What follows belongs to an exercise in optimizing a design on an open flow for small area and a short achievable clock period; a production flow would make more cautious choices. Only simulation tests tie the RTL to the original design; equivalence was not proved. Power figures rest on the tool's default switching activity, not on a simulated workload.

File: run.sh
#!/bin/bash
# synth_recipe.tcl (not shown) runs the flow's synth.tcl, then flattens the netlist and writes it again
# the make line also repeats each setting of config.mk as NAME=value (left out here)
make -C /OpenROAD-flow-scripts/flow DESIGN_CONFIG=/design/flow/config.mk WORK_HOME=/design/flow/orfs CLKGATE_MAP_FILE= SYNTH_SCRIPT=/design/flow/synth_recipe.tcl finish
File: config.mk
export PLATFORM = sky130hd
export DESIGN_NAME = core_top
export DESIGN_NICKNAME = core_top
export VERILOG_FILES = /design/flow/design.v
export SDC_FILE = /design/flow/constraint.sdc
export NUM_CORES = 4
export LEC_CHECK = 0
export CAP_MARGIN = 20
export CORE_MARGIN = 2
export CORE_UTILIZATION = 50
export SETUP_SLACK_MARGIN = 5
export SLEW_MARGIN = 20
export SYNTH_HIERARCHICAL = 1
File: constraint.sdc
create_clock -name core_clock -period 8.0 [get_ports {clk}]
set_input_delay 1.6000 -clock core_clock [delete_from_list [all_inputs] [get_ports {clk}]]
set_output_delay 1.6000 -clock core_clock [all_outputs]
set_load 0.01 [all_outputs]
File: design.v
package rv_pkg;
    localparam int xlen       = 32;     
    localparam int reg_addr_w = 5;      
    typedef logic [xlen-1:0]       xlen_t;
    typedef logic [reg_addr_w-1:0] reg_idx_t;
    typedef struct packed {
        logic     en;
        reg_idx_t rd;
        xlen_t    data;
    } wb_t;
endpackage
`timescale 1ns/1ns
module alu (
    input  logic [31:0] a,
    input  logic [31:0] sa,         
    input  logic [31:0] b,
    input  logic        sub,        
    input  logic        s_add,      
    input  logic        s_lt,       
    input  logic        sgn,        
    input  logic        s_x,        
    input  logic        s_n,        
    input  logic        s_sll,
    input  logic        s_sr,       
    input  logic        arith,      
    output logic [31:0] result
);
    logic [31:0] bx;
    logic [32:0] sum;
    logic        lt;
    logic [32:0] sr_x;
    logic [31:0] sr_r;
    logic [31:0] sl_r;
    assign bx  = b ^ {32{sub}};
    assign sum = {1'b0, a} + {1'b0, bx} + {32'b0, sub};
    assign lt  = (a[31] ^ b[31]) ? (sgn ? a[31] : b[31]) : ~sum[32];
    assign sr_x = $signed({arith & sa[31], sa}) >>> b[4:0];
    assign sr_r = sr_x[31:0];
    always_comb begin
        for (int i = 0; i < 32; i++) sl_r[i] = sr_r[31-i];
    end
    assign result = ({32{s_add}} & sum[31:0])
                  | ({32{s_lt}}  & {31'b0, lt})
                  | ({32{s_x}}   & (a ^ b))
                  | ({32{s_n}}   & (a & b))
                  | ({32{s_sll}} & sl_r)
                  | ({32{s_sr}}  & sr_r);
endmodule
`timescale 1ns/1ns
module fetch_decode (
    input  logic          clk,
    input  logic          rst,
    input  logic [31:0]   prg_data,
    input  rv_pkg::wb_t   mem_s,      
    output logic [31:0]   pc,
    output logic          ex_v,       
    output logic [4:0]    ex_rd,
    output logic [31:0]   ex_a,       
    output logic [31:0]   ex_b,
    output logic          ex_fa,      
    output logic          ex_fb,
    output logic          ex_sub,
    output logic          ex_s_add,
    output logic          ex_s_lt,
    output logic          ex_sgn,
    output logic          ex_s_x,      
    output logic          ex_s_n,      
    output logic          ex_s_sll,
    output logic          ex_s_sr,
    output logic          ex_arith
);
    logic [29:0] pc_q;          
    logic [31:0] inst;          
    logic        inst_v;        
    logic [6:0]  opcode;
    logic [2:0]  f3;
    logic [6:0]  f7;
    logic [4:0]  rd;
    logic [4:0]  rs1;
    logic [4:0]  rs2;
    logic        is_op;
    logic        is_imm;
    logic        is_lui;
    logic        is_auipc;
    logic        alu_inst;      
    logic        legal;
    logic        sub;
    logic [31:0] imm_i;
    logic [31:0] imm_u;
    logic [19:0] upper_m1;      
    logic [31:0] rf1;
    logic [31:0] rf2;
    logic [31:0] v1;
    logic [31:0] v2;
    logic [31:0] v1_rev;
    logic        sll;
    assign pc = {pc_q, 2'b00};
    always_ff @(posedge clk or negedge rst) begin
        if (!rst) begin
            pc_q   <= '0;
            inst_v <= 1'b0;
        end else begin
            pc_q   <= pc_q + 30'd1;
            inst_v <= 1'b1;
        end
    end
    always_ff @(posedge clk) begin
        inst <= prg_data;
    end
    assign opcode = inst[6:0];
    assign rd     = inst[11:7];
    assign f3     = inst[14:12];
    assign rs1    = inst[19:15];
    assign rs2    = inst[24:20];
    assign f7     = inst[31:25];
    assign is_op    = opcode == 7'b0110011;
    assign is_imm   = opcode == 7'b0010011;
    assign is_lui   = opcode == 7'b0110111;
    assign is_auipc = opcode == 7'b0010111;
    assign alu_inst = is_op | is_imm;
    always_comb begin
        legal = is_lui | is_auipc;
        if (is_op) begin
            legal = (f7 == 7'b0000000) || (f7 == 7'b0100000 && (f3 == 3'b000 || f3 == 3'b101));
        end else if (is_imm) begin
            if (f3 == 3'b001)      legal = (f7 == 7'b0000000);
            else if (f3 == 3'b101) legal = (f7 == 7'b0000000) || (f7 == 7'b0100000);
            else                   legal = 1'b1;
        end
    end
    assign sub = alu_inst & ((f3 == 3'b010) | (f3 == 3'b011) | (is_op & (f3 == 3'b000) & f7[5]));
    assign sll = alu_inst & (f3 == 3'b001);
    always_comb begin
        for (int i = 0; i < 32; i++) v1_rev[i] = v1[31-i];
    end
    assign imm_i    = {{20{inst[31]}}, inst[31:20]};
    assign imm_u    = {inst[31:12], 12'b0};
    assign upper_m1 = inst[31:12] - 20'd1;
    reg_file u_reg_file (
        .clk (clk),
        .rst (rst),
        .we  (mem_s.en),
        .wa  (mem_s.rd),
        .wd  (mem_s.data),
        .ra1 (rs1),
        .ra2 (rs2),
        .rd1 (rf1),
        .rd2 (rf2)
    );
    assign v1 = (mem_s.en && mem_s.rd == rs1) ? mem_s.data : rf1;
    assign v2 = (mem_s.en && mem_s.rd == rs2) ? mem_s.data : rf2;
    always_ff @(posedge clk or negedge rst) begin
        if (!rst) begin
            ex_v <= 1'b0;
        end else begin
            ex_v <= inst_v & legal & (rd != 5'd0);
        end
    end
    always_ff @(posedge clk) begin
        ex_rd  <= rd;
        ex_fa  <= alu_inst & ex_v & (ex_rd == rs1);
        ex_fb  <= is_op & ex_v & (ex_rd == rs2);
        ex_a   <= is_lui ? 32'd0 : is_auipc ? pc : sll ? v1_rev : v1;
        ex_b   <= is_op ? v2 : is_imm ? imm_i : is_lui ? imm_u : {upper_m1, 12'hffc};
        ex_sub   <= sub;
        ex_s_add <= ~alu_inst | (f3 == 3'b000);
        ex_s_lt  <= alu_inst & (f3[2:1] == 2'b01);
        ex_sgn   <= ~f3[0];
        ex_s_x   <= alu_inst & ((f3 == 3'b100) | (f3 == 3'b110));
        ex_s_n   <= alu_inst & ((f3 == 3'b110) | (f3 == 3'b111));
        ex_s_sll <= sll;
        ex_s_sr  <= alu_inst & (f3 == 3'b101);
        ex_arith <= f7[5];
    end
endmodule
`timescale 1ns/1ns
module reg_file (
    input  logic        clk,
    input  logic        rst,
    input  logic        we,
    input  logic [4:0]  wa,
    input  logic [31:0] wd,
    input  logic [4:0]  ra1,
    input  logic [4:0]  ra2,
    output logic [31:0] rd1,
    output logic [31:0] rd2
);
    logic [31:0] regs [1:31];
    logic [31:1] written;
    for (genvar i = 1; i < 32; i++) begin : g_reg
        always_ff @(posedge clk or negedge rst) begin
            if (!rst) begin
                written[i] <= 1'b0;
            end else if (we && wa == i) begin
                written[i] <= 1'b1;
            end
        end
        always_ff @(posedge clk) begin
            if (we && wa == i) regs[i] <= wd;
        end
    end
    logic [31:0] sel1;
    logic [31:0] sel2;
    logic [31:0] regs0 [0:31];
    always_comb begin
        for (int i = 0; i < 32; i++) begin
            sel1[i] = (ra1 == i) && (i != 0) && written[i];
            sel2[i] = (ra2 == i) && (i != 0) && written[i];
        end
        regs0[0] = '0;
        for (int i = 1; i < 32; i++) regs0[i] = regs[i];
    end
    for (genvar k = 0; k < 32; k++) begin : g_bit
        logic [31:0] col;
        for (genvar i = 0; i < 32; i++) begin : g_col
            assign col[i] = regs0[i][k];
        end
        rf_read_bit u_rd1 (.sel(sel1), .d(col), .y(rd1[k]));
        rf_read_bit u_rd2 (.sel(sel2), .d(col), .y(rd2[k]));
    end
endmodule
module rf_read_bit (
    input  logic [31:0] sel,
    input  logic [31:0] d,
    output logic        y
);
    logic [10:0] t;     
    logic [2:0]  u;
    rf_aoi222 u_t0  (.a({sel[1],  d[1]}),  .b({sel[2],  d[2]}),  .c({sel[3],  d[3]}),  .y(t[0]));
    rf_aoi222 u_t1  (.a({sel[4],  d[4]}),  .b({sel[5],  d[5]}),  .c({sel[6],  d[6]}),  .y(t[1]));
    rf_aoi222 u_t2  (.a({sel[7],  d[7]}),  .b({sel[8],  d[8]}),  .c({sel[9],  d[9]}),  .y(t[2]));
    rf_aoi222 u_t3  (.a({sel[10], d[10]}), .b({sel[11], d[11]}), .c({sel[12], d[12]}), .y(t[3]));
    rf_aoi222 u_t4  (.a({sel[13], d[13]}), .b({sel[14], d[14]}), .c({sel[15], d[15]}), .y(t[4]));
    rf_aoi222 u_t5  (.a({sel[16], d[16]}), .b({sel[17], d[17]}), .c({sel[18], d[18]}), .y(t[5]));
    rf_aoi222 u_t6  (.a({sel[19], d[19]}), .b({sel[20], d[20]}), .c({sel[21], d[21]}), .y(t[6]));
    rf_aoi222 u_t7  (.a({sel[22], d[22]}), .b({sel[23], d[23]}), .c({sel[24], d[24]}), .y(t[7]));
    rf_aoi222 u_t8  (.a({sel[25], d[25]}), .b({sel[26], d[26]}), .c({sel[27], d[27]}), .y(t[8]));
    rf_aoi222 u_t9  (.a({sel[28], d[28]}), .b({sel[29], d[29]}), .c({sel[30], d[30]}), .y(t[9]));
    rf_aoi22  u_t10 (.a({sel[31], d[31]}), .b({1'b0, 1'b0}), .y(t[10]));
    rf_nand4 u_u0 (.a(t[3:0]), .y(u[0]));
    rf_nand4 u_u1 (.a(t[7:4]), .y(u[1]));
    rf_nand4 u_u2 (.a({1'b1, t[10:8]}), .y(u[2]));
    assign y = |u;
endmodule
module rf_aoi222 (
    input  logic [1:0] a,
    input  logic [1:0] b,
    input  logic [1:0] c,
    output logic       y
);
    assign y = ~((a[1] & a[0]) | (b[1] & b[0]) | (c[1] & c[0]));
endmodule
module rf_aoi22 (
    input  logic [1:0] a,
    input  logic [1:0] b,
    output logic       y
);
    assign y = ~((a[1] & a[0]) | (b[1] & b[0]));
endmodule
module rf_nand4 (
    input  logic [3:0] a,
    output logic       y
);
    assign y = ~&a;
endmodule
`timescale 1ns/1ns
module execute (
    input  logic          clk,
    input  logic          rst,
    input  logic          ex_v,
    input  logic [4:0]    ex_rd,
    input  logic [31:0]   ex_a,
    input  logic [31:0]   ex_b,
    input  logic          ex_fa,
    input  logic          ex_fb,
    input  logic          ex_sub,
    input  logic          ex_s_add,
    input  logic          ex_s_lt,
    input  logic          ex_sgn,
    input  logic          ex_s_x,
    input  logic          ex_s_n,
    input  logic          ex_s_sll,
    input  logic          ex_s_sr,
    input  logic          ex_arith,
    output rv_pkg::wb_t   mem_s,
    output rv_pkg::wb_t   wb_s
);
    logic [31:0] a;
    logic [31:0] b;
    logic [31:0] sa;
    logic [31:0] fwd_rev;
    logic [31:0] res;
    always_comb begin
        for (int i = 0; i < 32; i++) fwd_rev[i] = mem_s.data[31-i];
    end
    assign a  = ex_fa ? mem_s.data : ex_a;
    assign sa = ex_fa ? (ex_s_sll ? fwd_rev : mem_s.data) : ex_a;
    assign b  = ex_fb ? mem_s.data : ex_b;
    alu u_alu (
        .a      (a),
        .sa     (sa),
        .b      (b),
        .sub    (ex_sub),
        .s_add  (ex_s_add),
        .s_lt   (ex_s_lt),
        .sgn    (ex_sgn),
        .s_x    (ex_s_x),
        .s_n    (ex_s_n),
        .s_sll  (ex_s_sll),
        .s_sr   (ex_s_sr),
        .arith  (ex_arith),
        .result (res)
    );
    always_ff @(posedge clk or negedge rst) begin
        if (!rst) begin
            mem_s.en <= 1'b0;
            wb_s.en  <= 1'b0;
        end else begin
            mem_s.en <= ex_v;
            wb_s.en  <= mem_s.en;
        end
    end
    always_ff @(posedge clk) begin
        mem_s.rd   <= ex_rd;
        mem_s.data <= res;
        wb_s.rd    <= mem_s.rd;
        wb_s.data  <= mem_s.data;
    end
endmodule
`timescale 1ns/1ns
module core_top (
    input  logic  clk,
    input  logic  rst,
    input  rv_pkg::xlen_t prg_data,     
    output rv_pkg::xlen_t pc,
    output rv_pkg::wb_t   wb            
);
    rv_pkg::wb_t mem_s;
    rv_pkg::wb_t wb_s;
    logic        ex_v;
    logic [4:0]  ex_rd;
    logic [31:0] ex_a;
    logic [31:0] ex_b;
    logic        ex_fa;
    logic        ex_fb;
    logic        ex_sub;
    logic        ex_s_add;
    logic        ex_s_lt;
    logic        ex_sgn;
    logic        ex_s_x;
    logic        ex_s_n;
    logic        ex_s_sll;
    logic        ex_s_sr;
    logic        ex_arith;
    fetch_decode u_fetch_decode (.*);
    execute      u_execute (.*);
    assign wb = wb_s;
endmodule
==> run notes <==
row cnt=122; first-pass GRT wire length=343.0 mm; clock sink count=1243; largest net degree at the start of global routing=66; initial core utilization=0.5053; Total Negative Setup Slacks=0 ns; dpl cell area=59590 um^2; CTS Root Cell=clkbuf_16; Setup WS post-layout=4.329 ns; Syn Inst Count=3897; Fillers=8214; vias per cell=7.696; area of the die=114800 um^2; DR pass1 iterations=13; Fin. Hold Viols=0; Layout Cell Area excl Fill=70600 um^2; Routed WL per cell=42.77 um; chip height=338.9 um; outcome=complete, no violations; CTS buffer count=136; maximum vdd drop=0.2069 mV; pwr dens=226.5 nW/um^2; worst-path maximum fanout=5; via count=47240; Lkg Pwr=24.40 nW; final worst-path cycle share=0.4589; Final Hold Slack=0.3564 ns; post-DP HPWL=138.4 mm; placer congestion estimate=1.025; Slew Limit Fails=0; DRC violations left=0; Yosys Warn Count=14; initial antenna violation count=37; CP Class=reg -> reg; IO Pins=104; final-report setup violation count=0; vias in the first global route=42510; clk latency of the worst-skew pair=0.78 ns; Layout Nets=4614; Core Area=111000 um^2; unrepaired setup endpoints after global routing=true; post-synthesis average cell area=14.39 um^2; Max Cap Viol=0; Slew HR=0.2412; share of cells above drive strength 1=0.2730; IO Port Bufs=101; routed wire length=262.5 mm; Worst-path clk slew=0.06 ns; Starting DRT DRC Count=12080; Worst-Margin Slew=1.138 ns; critical path endpoint category=flip-flop; CTS tree=yes; fmax=272.4 MHz; Die W=338.9 um; Post-Place Worst Slack=3.488 ns; class of the worst hold path=reg -> reg; H-tree lvl count=4; P&R area growth vs syn=25.90%; Max clock buf depth=3; worst path arrival time=4.32 ns; critical path launch point type=flip-flop; grt ovf=0; Antenna Violating Nets Remaining=0; CP required=8.65 ns; worst clock skew=0.02595 ns; post-layout min period=3.671 ns; synthesized area=56070 um^2; total track usage=0.4305
-- per-stage QoR --
stage / std cells / total power (W) / util
after floorplan: 3962 / 0.008430 / -
after global placement: 5526 / 0.009332 / 0.5370
after detailed placement: 5526 / 0.009338 / 0.5370
after CTS: 5978 / 0.01564 / 0.6167
after global routing: 6115 / 0.01626 / 0.6357
final: 6138 / 0.01599 / 0.6362
-- layer usage --
layer / vias to the layer above / GRT usage / wire length (um) / part of all wire
li1: 18290 / - / - / -
met1: 22970 / 0.5323 / 85030 / 0.32
met2: 4817 / 0.5986 / 106000 / 0.40
met3: 1142 / 0.1856 / 46050 / 0.18
met4: 18 / 0.3151 / 25100 / 0.096
met5: - / 0 / 312 / 0.0012
-- layout make-up --
class	instances	area (um^2)	share of cell area
clock buffer	179	3784	0.05359
sequential	1243	35320	0.5002
antenna	27	67.56	0.0009570
multi-input combinational	2558	22170	0.3141
timing repair buffer	546	6691	0.09478
tap	1488	1862	0.02637
inverter	23	95.09	0.001347
clock inverter	73	604.3	0.008560
timing repair inverter	1	5.005	0.00007089
-- layout by cell type (no fill, tap or decap), drive strengths merged, types with 14 or more instances in the layout --
cell type	instances
edfxtp	992
nand2	128
mux2	84
xor2	57
a22oi	78
nor3	24
o211ai	53
clkbuf	197
nor4	14
a21o	24
dfxtp	186
mux2i	105
a221oi	29
xnor2	59
nand2b	25
o21bai	35
clkdlybuf4s50	32
and3	75
conb	195
inv	30
o21ai	65
nand4	221
dfrtp	65
diode	27
a222oi	664
dlygate4sd2	29
or3	67
buf	434
bufbuf	26
a21oi	141
clkinv	52
ha	70
nor2	122
mux4	25
o221ai	18
nand3	50
-- path summary, 6_finish.rpt --
check	from	slack, ns	depth (start not counted)	endpoint
setup / recovery	u_fetch_decode.inst[16]$_DFF_P_	4.33	11	u_fetch_decode.ex_a[30]$_SDFF_PN0_
hold / removal	u_fetch_decode.inst[9]$_DFF_P_	0.36	0	u_fetch_decode.ex_rd[2]$_DFF_P_
setup reg to reg	u_fetch_decode.inst[16]$_DFF_P_	4.33	11	u_fetch_decode.ex_a[30]$_SDFF_PN0_
hold reg to reg	u_fetch_decode.inst[9]$_DFF_P_	0.36	0	u_fetch_decode.ex_rd[2]$_DFF_P_
max in group asynchronous	rst	6.29	2	u_fetch_decode.u_reg_file.written[29]$_DFFE_PN0P_
min in group asynchronous	rst	1.03	2	u_fetch_decode.pc_q[16]$_DFF_PN0_
-- critical path, stage by stage (launching register included) --
cell	delay, ns
dfxtp_4	0.35
buf_8	0.14
and3b_2	0.24
and3_4	0.23
buf_4	0.15
buf_12	0.14
buf_12	0.14
a222oi_1	0.38
nand4_1	0.74
or3_4	0.66
o211ai_1	0.26
a21oi_1	0.10
-- report_power, final --
part | switching, W | internal (W)
Clock | 0.00267 | 0.00358
Sequential | 0.000441 | 0.00748
Combinational | 0.00123 | 0.000596
Total | 0.00434 | 0.0116
-- flip-flops by register name (all words and copies together), names as in the netlist, 5 cells and up --
register                           flops
u_fetch_decode.u_reg_file.regs       992
u_execute.wb_s                        38
u_fetch_decode.pc_q                   30
u_fetch_decode.ex_rd                   5
u_fetch_decode.ex_b                   32
u_execute.mem_s                       38
u_fetch_decode.ex_a                   32
u_fetch_decode.inst                   32
u_fetch_decode.u_reg_file.written     31
-- what timing repair did --
action                     4_1_cts  5_1_grt
hold buffers                     0        0
gates resized for setup        635      188
buffers inserted               153      119
pin swaps                      245      237
cloned                          47       13
setup endpoints to repair      203      180

## what the ideal ports hide
In the flow no input, the clock included, has a driving cell. The finished layout below was timed again as built, in two steps.
Step 1 assumes that a clkbuf_16 drives the clock port and a buf_2 every other input.
Step 2, shift: input delay + t, output delay - t, t = (earliest + latest rising clock arrival at the registers) / 2. This alone moves slack from input paths to output paths.
a / b / c = no drivers / after step 1 / after step 2; a / b = the first two.
t, ns: 0.847
setup slack, ns: 4.329 / 4.329 / 4.329
pins driven straight from the clock port: 1
After both steps setup and hold are still met in this run. For this run, drivers alone change the setup slack by 0.000 ns; drivers and shift together by 0.000 ns.
